This design comes from an exercise in tuning for small area, a short achievable clock period and few clock cycles per item on the open sky130 flow, not from production work. In this exercise RTL edits were held to simulation tests only and were not proved equivalent to the original.

==> build 88 <==
## circular_queue_with_dump
module circular_queue_with_dump (
  input  logic                            clk,
  input  logic                            rst_n,
  input  logic                            cfg_we,
  input  logic [cq_pkg::CAP_W-1:0]        cfg_data,
  input  logic                            in_push,
  output logic                            in_full,
  input  logic [1:0]                      in_command,
  input  logic signed [cq_pkg::DATA_W-1:0] in_value,
  output logic                            out_empty,
  input  logic                            out_pop,
  output logic [1:0]                      out_status,
  output logic signed [cq_pkg::DATA_W-1:0] out_data,
  output logic                            out_last
);
  logic                      op_enq, op_deq, op_disp;
  logic                      res_full, res_full_nxt, res_push, res_last;
  logic [1:0]                res_status;
  logic [cq_pkg::DATA_W-1:0] res_data;
  cq_front u_front (
    .in_push    (in_push),
    .in_full    (in_full),
    .in_command (in_command),
    .op_enq     (op_enq),
    .op_deq     (op_deq),
    .op_disp    (op_disp)
  );
  cq_back u_back (
    .clk          (clk),
    .rst_n        (rst_n),
    .cfg_we       (cfg_we),
    .cfg_data     (cfg_data),
    .in_full      (in_full),
    .op_enq       (op_enq),
    .op_deq       (op_deq),
    .op_disp      (op_disp),
    .op_value     (in_value),
    .res_full     (res_full),
    .res_full_nxt (res_full_nxt),
    .res_push     (res_push),
    .res_status   (res_status),
    .res_data     (res_data),
    .res_last     (res_last)
  );
  cq_resq u_resq (
    .clk          (clk),
    .rst_n        (rst_n),
  ...
==> module cq_resq, before the edit <==
module cq_resq (
  input  logic                      clk,
  input  logic                      rst_n,
  input  logic                      res_push,
  input  logic [1:0]                res_status,
  input  logic [cq_pkg::DATA_W-1:0] res_data,
  input  logic                      res_last,
  output logic                      res_full,
  output logic                      res_full_nxt,
  output logic                      out_empty,
  input  logic                      out_pop,
  output logic [1:0]                out_status,
  output logic [cq_pkg::DATA_W-1:0] out_data,
  output logic                      out_last
);
  logic                      e0_r, v1_r;
  logic [1:0]                st0_r, st1_r;
  logic [cq_pkg::DATA_W-1:0] d0_r, d1_r;
  logic                      l0_r, l1_r;
  logic [1:0]                st0_hn;
  logic [cq_pkg::DATA_W-1:0] d0_hn;
  logic                      l0_hn;
  logic [1:0]                st_nx;
  logic [cq_pkg::DATA_W-1:0] d_nx;
  logic                      l_nx;
  logic                      ld0;
  assign res_full   = v1_r;
  assign out_empty  = e0_r;
  assign out_status = st0_r;
  assign out_data   = d0_r;
  assign out_last   = l0_r;
  assign ld0          = e0_r || out_pop;
  assign res_full_nxt = !e0_r && !out_pop && (v1_r || res_push);
  always_ff @(posedge clk) begin
    if (!rst_n) begin
      e0_r <= 1'b1;
      v1_r <= 1'b0;
    end else begin
      e0_r <= !(v1_r || res_push || (!e0_r && !out_pop));
      v1_r <= res_full_nxt;
    end
  end
  assign st_nx = v1_r ? st1_r : res_status;
  assign d_nx  = v1_r ? d1_r  : res_data;
  assign l_nx  = v1_r ? l1_r  : res_last;
  always_ff @(posedge clk) begin
    st0_r <= ld0 ? st_nx : ~st0_hn;
    d0_r  <= ld0 ? d_nx  : ~d0_hn;
    l0_r  <= ld0 ? l_nx  : ~l0_hn;
    if (ld0) begin
      st0_hn <= ~st_nx;
      d0_hn  <= ~d_nx;
      l0_hn  <= ~l_nx;
    end
    if (!v1_r) begin
      st1_r <= res_status;
      d1_r  <= res_data;
      l1_r  <= res_last;
    end
  end
endmodule
==> flow/config.mk <==
export PLATFORM = sky130hd
export DESIGN_NAME = circular_queue_with_dump
export DESIGN_NICKNAME = circular_queue_with_dump
export VERILOG_FILES = /design/flow/design.v
export SDC_FILE = /design/flow/constraint.sdc
export NUM_CORES = 4
export LEC_CHECK = 0
export CAP_MARGIN = 20
export CORE_MARGIN = 2
export CORE_UTILIZATION = 55
export CTS_BUF_LIST = sky130_fd_sc_hd__clkbuf_16
export CTS_CLUSTER_DIAMETER = 80
export CTS_CLUSTER_SIZE = 24
export PLACE_DENSITY = 0.7
export SETUP_SLACK_MARGIN = 3.4
export SLEW_MARGIN = 20
==> flow/constraint.sdc <==
create_clock -name core_clock -period 6.0 [get_ports {clk}]
set_input_delay 1.2000 -clock core_clock [delete_from_list [all_inputs] [get_ports {clk}]]
set_output_delay 1.2000 -clock core_clock [all_outputs]
set_load 0.01 [all_outputs]
run.sh (not shown) runs the stock make flow with config.mk's settings and CLKGATE_MAP_FILE= SYNTH_SCRIPT=/design/flow/synth_recipe.tcl, a recipe that flattens the netlist after the stock synthesis.
==> inputs of build 61, as changes to build 88 <==
--- a/flow/design.v
+++ b/flow/design.v
@@ -48,22 +48,20 @@
   output logic                      res_last
 );
   localparam int D  = cq_pkg::DEPTH;
   localparam int CW = cq_pkg::CAP_W;
   localparam int DW = cq_pkg::DATA_W;
   logic [DW-1:0] mem [D];
-  logic [DW-1:0] w_r;             
-  logic          wv_r;            
   logic [CW-1:0] cap_r, eff_cap;
   logic [CW-1:0] cnt_r, cnt_nxt;
-  logic [D:0]    sel_r, sel_nxt, sel_hold, sel_adv;
-  logic [D:0]    top;             
+  logic [D-1:0]  sel_r;           
+  logic [D-1:0]  top;             
   logic          empty_r, full_r;
   logic          dump_r, dump_nxt;
   logic          full_in_r;
-  logic          enq_fire, deq_fire, dump_step, rd_en, last_word;
+  logic          enq_fire, deq_fire, dump_step, rd_en, idx0;
   logic          full_up, full_dn, empty_dn;
   logic [DW-1:0] rd_data;
   always_comb begin
     if (cap_r == '0) begin
       eff_cap = CW'(1);
     end else if (cap_r > CW'(D)) begin
@@ -73,88 +71,78 @@
     end
   end
   assign in_full   = full_in_r;
   assign enq_fire  = op_enq && !full_r;
   assign deq_fire  = op_deq && !empty_r;
   assign dump_step = (op_disp && !empty_r) || (dump_r && !res_full);
-  assign last_word = wv_r ? sel_r[0] : sel_r[1];
+  assign idx0      = sel_r[0];
   assign rd_en     = dump_r || ((op_deq || op_disp) && !empty_r);
   assign res_push = op_enq || op_deq || op_disp || (dump_r && !res_full);
   always_comb begin
     res_status = cq_pkg::ST_OK;
     if (op_enq && full_r)        res_status = cq_pkg::ST_OVERFLOW;
     else if (op_deq && empty_r)  res_status = cq_pkg::ST_UNDERFLOW;
     else if (op_disp && empty_r) res_status = cq_pkg::ST_EMPTY;
   end
-  assign res_last = !(dump_r || (op_disp && !empty_r)) || last_word;
-  always_comb begin
-    rd_data = {DW{sel_r[0]}} & w_r;
+  assign res_last = !(dump_r || (op_disp && !empty_r)) || idx0;
+  always_comb begin
+    rd_data = '0;
     for (int i = 0; i < D; i++) begin
-      rd_data = rd_data | ({DW{sel_r[i+1]}} & mem[i]);
+      rd_data = rd_data | ({DW{sel_r[i]}} & mem[i]);
     end
   end
   assign res_data = rd_en ? rd_data : '0;
   always_comb begin
-    top[0] = 1'b0;
-    for (int i = 1; i <= D; i++) begin
-      top[i] = (cnt_r == CW'(i));
-    end
-  end
-  assign sel_hold = wv_r ? {sel_r[D-1:0], 1'b0} : sel_r;
-  assign sel_adv  = wv_r ? {sel_r[D:1], 1'b0} : {1'b0, sel_r[D:1]};
-  always_comb begin
-    sel_nxt = sel_hold;
-    if (enq_fire) begin
-      sel_nxt = empty_r ? (D+1)'(1) : sel_hold;
-    end else if (deq_fire) begin
-      sel_nxt = sel_adv;
-    end else if (dump_step) begin
-      sel_nxt = last_word ? top : sel_adv;
+    for (int i = 0; i < D; i++) begin
+      top[i] = (cnt_r == CW'(i + 1));
     end
   end
   always_comb begin
     cnt_nxt = cnt_r;
     if (enq_fire) cnt_nxt = cnt_r + CW'(1);
     else if (deq_fire) cnt_nxt = cnt_r - CW'(1);
   end
   assign full_up  = ({1'b0, cnt_r} + 8'd1 >= {1'b0, eff_cap});
   assign full_dn  = ({1'b0, cnt_r} >= {1'b0, eff_cap} + 8'd1);
   assign empty_dn = (cnt_r == CW'(1));
-  assign dump_nxt = dump_step ? !last_word : dump_r;
+  assign dump_nxt = dump_step ? !idx0 : dump_r;
   always_ff @(posedge clk) begin
     if (!rst_n) begin
       cap_r     <= cq_pkg::CAP_RESET;
       cnt_r     <= '0;
       sel_r     <= '0;
-      wv_r      <= 1'b0;
       empty_r   <= 1'b1;
       full_r    <= 1'b0;
       dump_r    <= 1'b0;
       full_in_r <= 1'b0;
     end else begin
       if (cfg_we) begin
         cap_r <= cfg_data;
       end
-      cnt_r <= cnt_nxt;
+      cnt_r     <= cnt_nxt;
       if (enq_fire) begin
         empty_r <= 1'b0;
         full_r  <= full_up;
       end else if (deq_fire) begin
         empty_r <= empty_dn;
         full_r  <= full_dn;
       end
-      sel_r     <= sel_nxt;
-      wv_r      <= enq_fire;
       dump_r    <= dump_nxt;
       full_in_r <= dump_nxt || res_full_nxt;
-    end
-  end
-  always_ff @(posedge clk) begin
-    w_r <= op_value;
-    if (wv_r) begin
-      mem[0] <= w_r;
+      if (enq_fire) begin
+        sel_r <= {sel_r[D-2:0], empty_r};
+      end else if (deq_fire) begin
+        sel_r <= sel_r >> 1;
+      end else if (dump_step) begin
+        sel_r <= idx0 ? top : (sel_r >> 1);
+      end
+    end
+  end
+  always_ff @(posedge clk) begin
+    if (enq_fire) begin
+      mem[0] <= op_value;
       for (int i = 1; i < D; i++) begin
         mem[i] <= mem[i-1];
       end
     end
   end
 endmodule
@@ -175,18 +163,12 @@
   output logic                      out_last
 );
   logic                      e0_r, v1_r;
   logic [1:0]                st0_r, st1_r;
   logic [cq_pkg::DATA_W-1:0] d0_r, d1_r;
   logic                      l0_r, l1_r;
-  logic [1:0]                st0_hn;
-  logic [cq_pkg::DATA_W-1:0] d0_hn;
-  logic                      l0_hn;
-  logic [1:0]                st_nx;
-  logic [cq_pkg::DATA_W-1:0] d_nx;
-  logic                      l_nx;
   logic                      ld0;
   assign res_full   = v1_r;
   assign out_empty  = e0_r;
   assign out_status = st0_r;
   assign out_data   = d0_r;
   assign out_last   = l0_r;
@@ -198,23 +180,17 @@
       v1_r <= 1'b0;
     end else begin
       e0_r <= !(v1_r || res_push || (!e0_r && !out_pop));
       v1_r <= res_full_nxt;
     end
   end
-  assign st_nx = v1_r ? st1_r : res_status;
-  assign d_nx  = v1_r ? d1_r  : res_data;
-  assign l_nx  = v1_r ? l1_r  : res_last;
-  always_ff @(posedge clk) begin
-    st0_r <= ld0 ? st_nx : ~st0_hn;
-    d0_r  <= ld0 ? d_nx  : ~d0_hn;
-    l0_r  <= ld0 ? l_nx  : ~l0_hn;
+  always_ff @(posedge clk) begin
     if (ld0) begin
-      st0_hn <= ~st_nx;
-      d0_hn  <= ~d_nx;
-      l0_hn  <= ~l_nx;
+      st0_r <= v1_r ? st1_r : res_status;
+      d0_r  <= v1_r ? d1_r  : res_data;
+      l0_r  <= v1_r ? l1_r  : res_last;
     end
     if (!v1_r) begin
       st1_r <= res_status;
       d1_r  <= res_data;
       l1_r  <= res_last;
     end
==> flow/config.mk (replaced) <==
export PLATFORM = sky130hd
export DESIGN_NAME = circular_queue_with_dump
export DESIGN_NICKNAME = circular_queue_with_dump
export VERILOG_FILES = /design/flow/design.v
export SDC_FILE = /design/flow/constraint.sdc
export NUM_CORES = 4
export LEC_CHECK = 0
export CAP_MARGIN = 20
export CORE_MARGIN = 2
export CORE_UTILIZATION = 40
export CTS_BUF_LIST = sky130_fd_sc_hd__clkbuf_16
export CTS_CLUSTER_DIAMETER = 100
export CTS_CLUSTER_SIZE = 30
export SETUP_SLACK_MARGIN = 3.3
export SLEW_MARGIN = 20
==> inputs of trial 90, as changes to build 88 <==
--- a/flow/design.v
+++ b/flow/design.v
@@ -175,18 +175,12 @@
   output logic                      out_last
 );
   logic                      e0_r, v1_r;
   logic [1:0]                st0_r, st1_r;
   logic [cq_pkg::DATA_W-1:0] d0_r, d1_r;
   logic                      l0_r, l1_r;
-  logic [1:0]                st0_hn;
-  logic [cq_pkg::DATA_W-1:0] d0_hn;
-  logic                      l0_hn;
-  logic [1:0]                st_nx;
-  logic [cq_pkg::DATA_W-1:0] d_nx;
-  logic                      l_nx;
   logic                      ld0;
   assign res_full   = v1_r;
   assign out_empty  = e0_r;
   assign out_status = st0_r;
   assign out_data   = d0_r;
   assign out_last   = l0_r;
@@ -198,23 +192,17 @@
       v1_r <= 1'b0;
     end else begin
       e0_r <= !(v1_r || res_push || (!e0_r && !out_pop));
       v1_r <= res_full_nxt;
     end
   end
-  assign st_nx = v1_r ? st1_r : res_status;
-  assign d_nx  = v1_r ? d1_r  : res_data;
-  assign l_nx  = v1_r ? l1_r  : res_last;
-  always_ff @(posedge clk) begin
-    st0_r <= ld0 ? st_nx : ~st0_hn;
-    d0_r  <= ld0 ? d_nx  : ~d0_hn;
-    l0_r  <= ld0 ? l_nx  : ~l0_hn;
+  always_ff @(posedge clk) begin
     if (ld0) begin
-      st0_hn <= ~st_nx;
-      d0_hn  <= ~d_nx;
-      l0_hn  <= ~l_nx;
+      st0_r <= v1_r ? st1_r : res_status;
+      d0_r  <= v1_r ? d1_r  : res_data;
+      l0_r  <= v1_r ? l1_r  : res_last;
     end
     if (!v1_r) begin
       st1_r <= res_status;
       d1_r  <= res_data;
       l1_r  <= res_last;
     end
==> flow/flow/run.sh (new file) <==
#!/bin/bash
# The standard layout, with the port buffers inserted as buf_2 cells
# instead of the smallest buffer the placer would pick (a slow delay cell).
set -e
export BUFFER_PORTS_ARGS="-buffer_cell sky130_fd_sc_hd__buf_2"
bash standard.sh > standard.log 2>&1
==> flow/standard.sh (new file) <==
#!/bin/bash
# synth_recipe.tcl (not shown) runs the flow's synth.tcl, then flattens the netlist and writes it again
# the make line also repeats each setting of config.mk as NAME=value (left out here)
make -C /OpenROAD-flow-scripts/flow DESIGN_CONFIG=/design/flow/config.mk WORK_HOME=/design/flow/orfs CLKGATE_MAP_FILE= SYNTH_SCRIPT=/design/flow/synth_recipe.tcl "${@:-finish}"
removed: flow/run.sh
==> comparison table <==
Status: build 61 complete, no violations; build 88 complete, no violations; trial 90 complete, no violations
Iter 0 DRT Violations: build 61 9626; build 88 11600; trial 90 9919
Synthesized-area fraction occupied by xor and xnor cells: build 61 0.131%; build 88 0.126%; trial 90 0.152%
DP Area: build 61 0.0838 mm2; build 88 0.0862 mm2; trial 90 0.0833 mm2
Worst Setup Start Kind: build 61 primary input; build 88 flip-flop; trial 90 flip-flop
Number of setup buffers added after CTS: build 61 4; build 88 48; trial 90 4
Wire per inst: build 61 39.3 um; build 88 40.8 um; trial 90 40.5 um
Type of the worst setup path: build 61 in -> reg; build 88 reg -> reg; trial 90 reg -> out
Total global routing track utilization: build 61 25.4%; build 88 35.1%; trial 90 33.8%
Diodes inserted: build 61 2; build 88 18; trial 90 10
Endpoint type of the worst setup path: build 61 flip-flop; build 88 flip-flop; trial 90 primary output
Rows: build 61 164; build 88 142; trial 90 140
Slowest Stage Delay on Critical Path: build 61 0.53 ns; build 88 0.60 ns; trial 90 0.55 ns
Worst R2R Path Depth: build 61 6; build 88 7; trial 90 2
Start point of the critical path: build 61 in_command[1]; build 88 u_back.sel_r[9]$_SDFF_PN0_; trial 90 u_resq.d0_r[6]$_DFFE_PP_
Pin count of the biggest net entering global routing: build 61 129; build 88 203; trial 90 190
Die X: build 61 452 um; build 88 393 um; trial 90 388 um
Testbench counts of build 88, summed over its fixed seeds: cycles 15,130, items 12,000.
Testbench counts of build 61, summed over its fixed seeds: cycles 15,130, items 12,000.
Testbench counts of trial 90, summed over its fixed seeds: cycles 15,130, items 12,000.

[separate check: timing with driven ports]
No port has a modelled driver above. Below, the same layouts with a new extraction and two added sets of constraints.
Step 1: set_driving_cell puts a clkbuf_16 on clk and a buf_2 on each other input, an assumption about the parent block.
Step 2 also shifts input and output timing later by t, the mid clock arrival at the registers, as if the neighbouring blocks saw the same clock.
Slacks: ideal / step 1 / step 2; pairs: ideal / step 1.
run | t, ns | setup slack, ns | latest minus earliest clock arrival (ns) | slew at the worst register clock pin (ns)
build 88 | 0.865 | 3.382 / 3.354 / 2.616 | 0.038 / 0.037 | 0.10 / 0.10
build 61 | 0.818 | 3.198 / 3.231 / 2.439 | 0.071 / 0.071 | 0.12 / 0.12
trial 90 | 0.827 | 3.295 / 3.213 / 2.582 | 0.029 / 0.029 | 0.11 / 0.11
After both steps setup and hold are still met in every run listed. The setup slack of build 88, which loses most, moves by -0.028 ns with the drivers and by -0.766 ns with both steps.
